Context: an optimization exercise on an open-source flow, tuned for small area, a short achievable clock period and few clock cycles per item. The choices shown serve that exercise and are no tape-out recipe. Only simulation tests tie the RTL to the original design; equivalence was not proved. Power figures rest on the tool's default switching activity, not on a simulated workload.

==> run M: inputs <==
==> flow/design.v <==
package slum_pkg;
    localparam int LIST_DEPTH = 16;
    localparam int VAL_W = 32;
endpackage
module slum_list
#(
    parameter int VW = 32,
    parameter int SD = 14
)
(
    input  logic          clk,
    input  logic          rst_n,
    input  logic          wx,
    input  logic          dx,
    input  logic [VW-1:0] val,
    input  logic          pop,
    output logic [VW-1:0] h,
    output logic [VW-1:0] h2,
    output logic [VW-1:0] newest,
    output logic          hv,
    output logic          h2v,
    output logic          adv,
    output logic          full_next
);
    logic [VW-1:0] q [SD];
    logic          s0k;
    logic [SD-2:0] asel;
    logic          ae;
    logic          sh;
    logic          h2_free;
    logic [SD-1:0] rsel;
    logic [VW-1:0] rd_val;
    logic [SD-2:0] asel_free;
    logic [SD-2:0] asel_kept;
    logic [SD-2:0] asel_next;
    logic          s0k_next;
    assign newest = q[0];
    assign ae = ~|asel;
    assign sh = wx && s0k;
    assign h2_free = pop || !hv || !h2v;
    assign adv = (pop || !hv) && h2v;
    assign asel_free = sh ? asel : {1'b0, asel[SD-2:1]};
    assign asel_kept = sh ? {asel[SD-3:0], ae} : asel;
    assign asel_next = h2_free ? asel_free : asel_kept;
    assign s0k_next = wx ? !dx : (s0k && !(h2_free && ae));
    assign full_next = asel_next[SD-2] && (wx || s0k);
    assign rsel = {asel, ae};
    always_comb
    begin
        rd_val = '0;
        for (int k = 0; k < SD; k++)
            rd_val = rd_val | (q[k] & {VW{rsel[k]}});
    end
    always_ff @(posedge clk)
    begin
        if (wx)
            q[0] <= val;
        if (sh)
        begin
            for (int k = 1; k < SD; k++)
                q[k] <= q[k-1];
        end
        if (adv)
            h <= h2;
        if (h2_free)
            h2 <= rd_val;
    end
    always_ff @(posedge clk or negedge rst_n)
    begin
        if (!rst_n)
        begin
            s0k <= 1'b0;
            asel <= '0;
            hv <= 1'b0;
            h2v <= 1'b0;
        end
        else
        begin
            s0k <= s0k_next;
            asel <= asel_next;
            hv <= pop ? h2v : (hv || h2v);
            h2v <= h2_free ? (!ae || s0k) : 1'b1;
        end
    end
endmodule
module sorted_list_union_merge
#(
    parameter int DEPTH = slum_pkg::LIST_DEPTH
)
(
    input  logic    clk,
    input  logic    rst_n,
    input  logic    push,
    output logic    full,
    input  logic [33:0] item,
    output logic    empty,
    input  logic    pop,
    output logic [34:0] result
);
    localparam int VW = slum_pkg::VAL_W;
    localparam int CW = $clog2(DEPTH + 1);
    localparam int SD = DEPTH - 2;
    function automatic logic [1:0] cmp_lt_gt(input logic [VW-1:0] a, input logic [VW-1:0] b);
        logic [VW-1:0] l;
        logic [VW-1:0] g;
        for (int k = 0; k < VW; k++)
        begin
            l[k] = ~a[k] & b[k];
            g[k] = a[k] & ~b[k];
        end
        l[VW-1] = a[VW-1] & ~b[VW-1];
        g[VW-1] = ~a[VW-1] & b[VW-1];
        for (int lv = 1; lv < VW; lv = lv * 2)
        begin
            for (int k = 0; k < VW / (2 * lv); k++)
            begin
                l[k] = l[2*k+1] | (~g[2*k+1] & l[2*k]);
                g[k] = g[2*k+1] | (~l[2*k+1] & g[2*k]);
            end
        end
        cmp_lt_gt = {l[0], g[0]};
    endfunction
    logic [CW-1:0] cnt_a;
    logic [CW-1:0] cnt_b;
    logic [CW-1:0] st_a;
    logic [CW-1:0] st_b;
    logic          ovf;
    logic          first_a;
    logic          first_b;
    logic          accept;
    logic          ld_a;
    logic          ld_b;
    logic          do_m;
    logic          wx_a;
    logic          wx_b;
    logic          dx_a;
    logic          dx_b;
    logic [VW-1:0] new_a;
    logic [VW-1:0] new_b;
    assign accept = push && !full;
    assign ld_a = accept && (item[33:32] == 2'd0);
    assign ld_b = accept && (item[33:32] == 2'd1);
    assign do_m = accept && (item[33:32] == 2'd2);
    assign wx_a = ld_a && !cnt_a[CW-1];
    assign wx_b = ld_b && !cnt_b[CW-1];
    assign dx_a = !first_a && (item[31:0] == new_a);
    assign dx_b = !first_b && (item[31:0] == new_b);
    always_ff @(posedge clk or negedge rst_n)
    begin
        if (!rst_n)
        begin
            cnt_a <= '0;
            cnt_b <= '0;
            st_a <= '0;
            st_b <= '0;
            ovf <= 1'b0;
            first_a <= 1'b1;
            first_b <= 1'b1;
        end
        else if (do_m)
        begin
            cnt_a <= '0;
            cnt_b <= '0;
            st_a <= '0;
            st_b <= '0;
            ovf <= 1'b0;
            first_a <= 1'b1;
            first_b <= 1'b1;
        end
        else
        begin
            if (wx_a)
            begin
                cnt_a <= cnt_a + CW'(1);
                first_a <= 1'b0;
                if (!dx_a)
                    st_a <= st_a + CW'(1);
            end
            if (wx_b)
            begin
                cnt_b <= cnt_b + CW'(1);
                first_b <= 1'b0;
                if (!dx_b)
                    st_b <= st_b + CW'(1);
            end
            if ((ld_a && cnt_a[CW-1]) || (ld_b && cnt_b[CW-1]))
                ovf <= 1'b1;
        end
    end
    logic [VW-1:0] ha;
    logic [VW-1:0] hb;
    logic [VW-1:0] ha2;
    logic [VW-1:0] hb2;
    logic          ha_v;
    logic          hb_v;
    logic          ha2_v;
    logic          hb2_v;
    logic          adv_a;
    logic          adv_b;
    logic          pop_a;
    logic          pop_b;
    logic          fa_next;
    logic          fb_next;
    slum_list #(
        .VW(VW),
        .SD(SD)
    ) u_a (
        .clk(clk),
        .rst_n(rst_n),
        .wx(wx_a),
        .dx(dx_a),
        .val(item[31:0]),
        .pop(pop_a),
        .h(ha),
        .h2(ha2),
        .newest(new_a),
        .hv(ha_v),
        .h2v(ha2_v),
        .adv(adv_a),
        .full_next(fa_next)
    );
    slum_list #(
        .VW(VW),
        .SD(SD)
    ) u_b (
        .clk(clk),
        .rst_n(rst_n),
        .wx(wx_b),
        .dx(dx_b),
        .val(item[31:0]),
        .pop(pop_b),
        .h(hb),
        .h2(hb2),
        .newest(new_b),
        .hv(hb_v),
        .h2v(hb2_v),
        .adv(adv_b),
        .full_next(fb_next)
    );
    logic [2*CW:0] pend0;
    logic [2*CW:0] pend1;
    logic          pv0;
    logic          pv1;
    logic          take_p;
    logic          byp;
    logic          enq;
    logic          pv1_next;
    logic          done;
    assign take_p = done && pv0;
    assign byp = done && !pv0 && do_m;
    assign enq = do_m && !byp;
    assign pv1_next = take_p ? (pv1 && enq) : (pv1 || (pv0 && enq));
    always_ff @(posedge clk)
    begin
        if (take_p ? (pv1 || enq) : (enq && !pv0))
            pend0 <= (take_p && pv1) ? pend1 : {st_a, st_b, ovf};
        if (enq && (take_p ? pv1 : pv0))
            pend1 <= {st_a, st_b, ovf};
    end
    always_ff @(posedge clk or negedge rst_n)
    begin
        if (!rst_n)
        begin
            pv0 <= 1'b0;
            pv1 <= 1'b0;
        end
        else
        begin
            pv0 <= take_p ? (pv1 || enq) : (pv0 || enq);
            pv1 <= pv1_next;
        end
    end
    logic [CW-1:0] n_cnt_a;
    logic [CW-1:0] n_cnt_b;
    assign n_cnt_a = do_m ? '0 : cnt_a + CW'(wx_a);
    assign n_cnt_b = do_m ? '0 : cnt_b + CW'(wx_b);
    always_ff @(posedge clk or negedge rst_n)
    begin
        if (!rst_n)
        begin
            full <= 1'b0;
        end
        else
        begin
            full <= (fa_next && !n_cnt_a[CW-1]) || (fb_next && !n_cnt_b[CW-1]) || pv1_next;
        end
    end
    logic          act;
    logic [CW-1:0] ra;
    logic [CW-1:0] rb;
    logic          a0;
    logic          a1;
    logic          b0;
    logic          b1;
    logic          r_ovf;
    logic          f_lt;
    logic          f_gt;
    logic [1:0]    f_q;
    logic [1:0]    q_2h;
    logic [1:0]    q_h2;
    logic [1:0]    q_22;
    logic          s_22;
    logic          s_2h;
    logic          s_h2;
    logic          s_hh;
    logic [1:0]    c_2h;
    logic [1:0]    c_h2;
    logic [1:0]    c_22;
    logic          take_a;
    logic          take_b;
    logic          step;
    logic [VW-1:0] r_val;
    logic [VW-1:0] v_gt;
    logic [VW-1:0] v_le;
    logic          r_last;
    logic [2*CW:0] cmd_next;
    logic          o_valid;
    logic [34:0]   o_data;
    assign c_2h = cmp_lt_gt(ha2, hb);
    assign c_h2 = cmp_lt_gt(ha, hb2);
    assign c_22 = cmp_lt_gt(ha2, hb2);
    assign {f_lt, f_gt} = (q_22 & {2{s_22}}) | (q_2h & {2{s_2h}})
                        | (q_h2 & {2{s_h2}}) | (f_q & {2{s_hh}});
    assign take_a = !a0 && (b0 || !f_gt);
    assign take_b = !b0 && (a0 || !f_lt);
    assign step = act && (!o_valid || pop) && (a0 || ha_v) && (b0 || hb_v);
    assign pop_a = step && take_a;
    assign pop_b = step && take_b;
    assign v_le = a0 ? (hb & {VW{!b0}}) : ha;
    assign v_gt = b0 ? v_le : hb;
    assign r_val = f_gt ? v_gt : v_le;
    assign r_last = (a0 && b0) || (a0 && b1) || (b0 && a1)
                 || (a1 && b1 && !f_lt && !f_gt);
    assign done = !act || (step && r_last);
    assign cmd_next = pv0 ? pend0 : {st_a, st_b, ovf};
    always_ff @(posedge clk or negedge rst_n)
    begin
        if (!rst_n)
        begin
            act <= 1'b0;
        end
        else if (done)
        begin
            act <= pv0 || do_m;
        end
    end
    always_ff @(posedge clk)
    begin
        q_2h <= c_2h;
        q_h2 <= c_h2;
        q_22 <= c_22;
        f_q <= {f_lt, f_gt};
        s_22 <= adv_a && adv_b;
        s_2h <= adv_a && !adv_b;
        s_h2 <= !adv_a && adv_b;
        s_hh <= !adv_a && !adv_b;
        if (done)
        begin
            {ra, rb, r_ovf} <= cmd_next;
            a0 <= (cmd_next[2*CW:CW+1] == CW'(0));
            a1 <= (cmd_next[2*CW:CW+1] == CW'(1));
            b0 <= (cmd_next[CW:1] == CW'(0));
            b1 <= (cmd_next[CW:1] == CW'(1));
        end
        else if (step)
        begin
            if (take_a)
            begin
                ra <= ra - CW'(1);
                a0 <= a1;
                a1 <= (ra == CW'(2));
            end
            if (take_b)
            begin
                rb <= rb - CW'(1);
                b0 <= b1;
                b1 <= (rb == CW'(2));
            end
        end
    end
    always_ff @(posedge clk or negedge rst_n)
    begin
        if (!rst_n)
        begin
            o_valid <= 1'b0;
        end
        else if (step)
        begin
            o_valid <= 1'b1;
        end
        else if (pop)
        begin
            o_valid <= 1'b0;
        end
    end
    always_ff @(posedge clk)
    begin
        if (step)
            o_data <= {r_val, r_last, a0 && b0, r_ovf};
    end
    assign empty = !o_valid;
    assign result = o_data;
endmodule
==> flow/run.sh <==
#!/bin/bash
# synth_recipe.tcl (not shown) runs the flow's synth.tcl, then flattens the netlist and writes it again
# the make line also repeats each setting of config.mk as NAME=value (left out here)
make -C /OpenROAD-flow-scripts/flow DESIGN_CONFIG=/design/flow/config.mk WORK_HOME=/design/flow/orfs CLKGATE_MAP_FILE= SYNTH_SCRIPT=/design/flow/synth_recipe.tcl finish
==> flow/config.mk <==
export PLATFORM = sky130hd
export DESIGN_NAME = sorted_list_union_merge
export DESIGN_NICKNAME = sorted_list_union_merge
export VERILOG_FILES = /design/flow/design.v
export SDC_FILE = /design/flow/constraint.sdc
export NUM_CORES = 4
export LEC_CHECK = 0
export CAP_MARGIN = 20
export CORE_MARGIN = 2
export CORE_UTILIZATION = 38
export CTS_CLUSTER_DIAMETER = 80
export CTS_CLUSTER_SIZE = 24
export SETUP_SLACK_MARGIN = 2.9
export SLEW_MARGIN = 20
export TNS_END_PERCENT = 0
==> flow/constraint.sdc <==
create_clock -name core_clock -period 5.0 [get_ports {clk}]
set_input_delay 1.0000 -clock core_clock [delete_from_list [all_inputs] [get_ports {clk}]]
set_output_delay 1.0000 -clock core_clock [all_outputs]
set_load 0.01 [all_outputs]
==> inputs of run F, as changes to run M <==
- CORE_UTILIZATION: 38 -> 45
- PLACE_DENSITY: not set -> 0.75
==> inputs of run X, as changes to run M <==
- CORE_UTILIZATION: 38 -> 55
- TNS_END_PERCENT: 0 -> 2
==> run notes <==
|  | run M | run X | run F |
|---|---|---|---|
| VDD IR max | 0.3485 mV | 0.4232 mV | 0.3502 mV |
| Core area | 116500 µm² | 80550 µm² | 98560 µm² |
| Power of the sequential group | 12.5 mW | 12.4 mW | 12.5 mW |
| Final core utilization | 0.4327 | 0.6304 | 0.5129 |
| Pwr/cell area | 457.1 nW/µm² | 459.0 nW/µm² | 458.2 nW/µm² |
| Total Routed Length | 119200 µm | 120400 µm | 116800 µm |
| Relative area of clock buffers and inverters in the final design | 0.03273 | 0.03250 | 0.03195 |
| Clock slew at reported path FFs | 0.11 ns | 0.10 ns | 0.10 ns |
| Number of antenna violations at the first check in global routing | 10 | 10 | 18 |
| Number of multi-input logic gates | 1380 | 1380 | 1381 |
| Rows | 125 | 104 | 115 |
| Total area of sequential cells | 34670 µm² | 34680 µm² | 34670 µm² |
| Metal1 wirelength | 52050 µm | 49840 µm | 45910 µm |
| Clk network pwr share | 0.228 | 0.223 | 0.222 |
| Hold Crit Depth | 0 | 0 | - |
| Outcome | finished clean | finished clean | finished clean |
| Worst skew pair latency | 0.67 ns | 0.67 ns | 0.68 ns |
| Critical Path End | q_h2[1] | u_b.h2[26] | o_data[16] |
| Half-perimeter wire length of the detailed placement result | 71280 µm | 72070 µm | 68700 µm |
| Post-layout instance area | 50420 µm² | 50780 µm² | 50560 µm² |
Testbench counts of run M, summed over its fixed seeds: cycles 8,656, results 6,673.
Testbench counts of run F, summed over its fixed seeds: cycles 8,656, results 6,673.
Testbench counts of run X, summed over its fixed seeds: cycles 8,656, results 6,673.

---

==> wip/yarrow <==
RTL: the design.v shown in full above, as it stands there.
clock: 5.0 ns
lec_check: 0
cap_margin: 5
core_margin: 2
core_utilization: 45
cts_cluster_diameter: 80
cts_cluster_size: 24
setup_slack_margin: 2.9
slew_margin: 5
tns_end_percent: 0
run.sh (not shown) runs the stock make flow with config.mk's settings and CLKGATE_MAP_FILE= SYNTH_SCRIPT=/design/flow/synth_recipe.tcl, a recipe that flattens the netlist after the stock synthesis.
==> wip/tundra (differences from wip/yarrow) <==
CAP_MARGIN = 20   (was 5)
CORE_UTILIZATION = 50   (was 45)
SLEW_MARGIN = 20   (was 5)
==> notes <==
Routed wire length is about the same in wip/yarrow and wip/tundra. Against wip/tundra, the first-iteration DRC count of wip/yarrow is lower by about 2%. Of wip/tundra and wip/yarrow, wip/tundra has the higher sequential share of layout area (gap 0.49 points). In synthesized cell count, wip/yarrow and wip/tundra do not differ. Against wip/tundra, the fmax of wip/yarrow is larger by about 4%. Worst setup slack: wip/tundra is lower than wip/yarrow (0.090 ns). Against wip/yarrow, the clock power of wip/tundra is smaller by about 0.9%. Core utilization: wip/yarrow is lower than wip/tundra (5.4 points). wip/tundra completed without violations. wip/yarrow finished with timing, DRC and antenna clean. In sequential power, wip/yarrow and wip/tundra hardly differ. Of wip/tundra and wip/yarrow, wip/tundra has the higher via count (gap 0.95%, measured against wip/yarrow).
Testbench counts of wip/yarrow, summed over its fixed seeds: cycles 8,656, results 6,673.
Testbench counts of wip/tundra, summed over its fixed seeds: cycles 8,656, results 6,673.

---

==> try-raven: inputs <==
Starts from the design.v that is shown in full above.
make LEC_CHECK=0 CAP_MARGIN=20 CORE_MARGIN=2 CORE_UTILIZATION=45 CTS_CLUSTER_DIAMETER=80 CTS_CLUSTER_SIZE=24 SETUP_SLACK_MARGIN=2.9 SLEW_MARGIN=20 TNS_END_PERCENT=0 finish   # period 5.0 ns
==> try-cedar: changes against try-raven <==
--- a/flow/config.mk
+++ b/flow/config.mk
@@ -9,6 +9,7 @@
 export CORE_MARGIN = 2
 export CORE_UTILIZATION = 45
-export CTS_CLUSTER_DIAMETER = 80
-export CTS_CLUSTER_SIZE = 24
+export CTS_CLUSTER_DIAMETER = 90
+export CTS_CLUSTER_SIZE = 28
+export GPL_ROUTABILITY_DRIVEN = 0
 export SETUP_SLACK_MARGIN = 2.9
 export SLEW_MARGIN = 20
==> try-nickel: changes against try-raven <==
--- a/flow/config.mk
+++ b/flow/config.mk
@@ -9,6 +9,6 @@
 export CORE_MARGIN = 2
 export CORE_UTILIZATION = 45
-export CTS_CLUSTER_DIAMETER = 80
-export CTS_CLUSTER_SIZE = 24
+export CTS_CLUSTER_DIAMETER = 90
+export CTS_CLUSTER_SIZE = 28
 export SETUP_SLACK_MARGIN = 2.9
 export SLEW_MARGIN = 20
==> try-tundra: changes against try-raven <==
--- a/flow/config.mk
+++ b/flow/config.mk
@@ -9,7 +9,7 @@
 export CORE_MARGIN = 2
 export CORE_UTILIZATION = 45
-export CTS_CLUSTER_DIAMETER = 80
-export CTS_CLUSTER_SIZE = 24
-export SETUP_SLACK_MARGIN = 2.9
+export CTS_CLUSTER_DIAMETER = 90
+export CTS_CLUSTER_SIZE = 28
+export SETUP_SLACK_MARGIN = 3.3
 export SLEW_MARGIN = 20
 export TNS_END_PERCENT = 0
==> run notes <==
In try-raven the sequential share of layout area is lower than in try-nickel, by 0.58 points. In try-tundra the non-clock buffer count is lower than in try-cedar, by 40. Via count is about the same in try-nickel and try-raven. In die area, try-tundra and try-nickel do not differ. In try-nickel the combinational power is lower than in try-cedar, by about 0.8%. Against try-cedar, the clock power of try-tundra is lower by about 2%.
==> figures <==
Combinational cell fraction of total power: try-tundra 23.2%; try-raven 23.2%; try-cedar 23.1%; try-nickel 23.2%
Outcome: try-tundra complete, no violations; try-raven complete, no violations; try-cedar complete, no violations; try-nickel complete, no violations
Min-Delay Endpoint: try-tundra u_b.q[9][21]; try-raven u_b.q[9][21]; try-cedar -; try-nickel u_b.q[9][21]
Tot GR Track Use: try-tundra 22.6%; try-raven 22.8%; try-cedar 23.0%; try-nickel 22.6%
Ratio of layout area to synthesized area: try-tundra 1.110x; try-raven 1.119x; try-cedar 1.120x; try-nickel 1.110x
Register Area: try-tundra 0.0347 mm²; try-raven 0.0347 mm²; try-cedar 0.0347 mm²; try-nickel 0.0347 mm²
Minimum clock period after layout: try-tundra 2.29 ns; try-raven 2.30 ns; try-cedar 2.32 ns; try-nickel 2.29 ns
Seq area share: try-tundra 69.8%; try-raven 69.2%; try-cedar 69.2%; try-nickel 69.8%
Final routed wire length divided by cell count: try-tundra 28.2 µm; try-raven 28.3 µm; try-cedar 28.6 µm; try-nickel 28.2 µm
Number of buffers outside the clock class in the layout: try-tundra 177; try-raven 187; try-cedar 217; try-nickel 177
Post-Route Skew: try-tundra 0.0331 ns; try-raven 0.0404 ns; try-cedar 0.0626 ns; try-nickel 0.0331 ns
Detailed-routed wire length on met3: try-tundra 9.66 mm; try-raven 9.66 mm; try-cedar 10.7 mm; try-nickel 9.66 mm
Overall routed net length: try-tundra 118 mm; try-raven 119 mm; try-cedar 121 mm; try-nickel 118 mm
Testbench counts of try-raven, summed over its fixed seeds: cycles 8,656, results 6,673.
Testbench counts of try-cedar, summed over its fixed seeds: cycles 8,656, results 6,673.
Testbench counts of try-nickel, summed over its fixed seeds: cycles 8,656, results 6,673.
Testbench counts of try-tundra, summed over its fixed seeds: cycles 8,656, results 6,673.

==> afterwards: timing with drivers on the ports <==
How much do the figures lean on ideal ports? The routed layouts below were timed once more, with nothing changed but the port constraints.
Step 1, drivers: a clkbuf_16 drives clk and a buf_2 each remaining input, both assumed.
Step 2 also shifts input and output timing later by t, the mid clock arrival at the registers, as if the neighbouring blocks saw the same clock.
a / b / c = ideal ports / drivers / drivers and shift; a / b = the first two.
run | t, ns | setup WS [ns] | hold WS [ns] | slew at the worst register clock pin (ns) | cell pins on the clock port's net
run M | 0.726 | 2.606 / 2.554 / 1.903 | 0.446 / 0.446 / 0.446 | 0.11 / 0.11 | 1
run F | 0.716 | 2.566 / 2.531 / 1.815 | 0.302 / 0.264 / 0.444 | 0.10 / 0.10 | 1
run X | 0.714 | 2.648 / 2.648 / 1.990 | 0.449 / 0.449 / 0.449 | 0.10 / 0.10 | 1
wip/yarrow | 0.728 | 2.703 / 2.661 / 2.011 | 0.437 / 0.437 / 0.437 | 0.10 / 0.10 | 1
wip/tundra | 0.725 | 2.613 / 2.613 / 1.977 | 0.423 / 0.376 / 0.428 | 0.10 / 0.10 | 1
try-raven | 0.728 | 2.703 / 2.661 / 2.011 | 0.437 / 0.437 / 0.437 | 0.10 / 0.10 | 1
try-cedar | 0.737 | 2.679 / 2.664 / 1.927 | 0.305 / 0.258 / 0.437 | 0.11 / 0.11 | 1
try-nickel | 0.733 | 2.712 / 2.645 / 1.998 | 0.443 / 0.443 / 0.443 | 0.11 / 0.11 | 1
try-tundra | 0.733 | 2.712 / 2.645 / 1.998 | 0.443 / 0.443 / 0.443 | 0.11 / 0.11 | 1
After both steps every run listed still meets setup and hold. The setup slack of try-cedar, which loses most, moves by -0.015 ns with the drivers and by -0.752 ns with both steps.
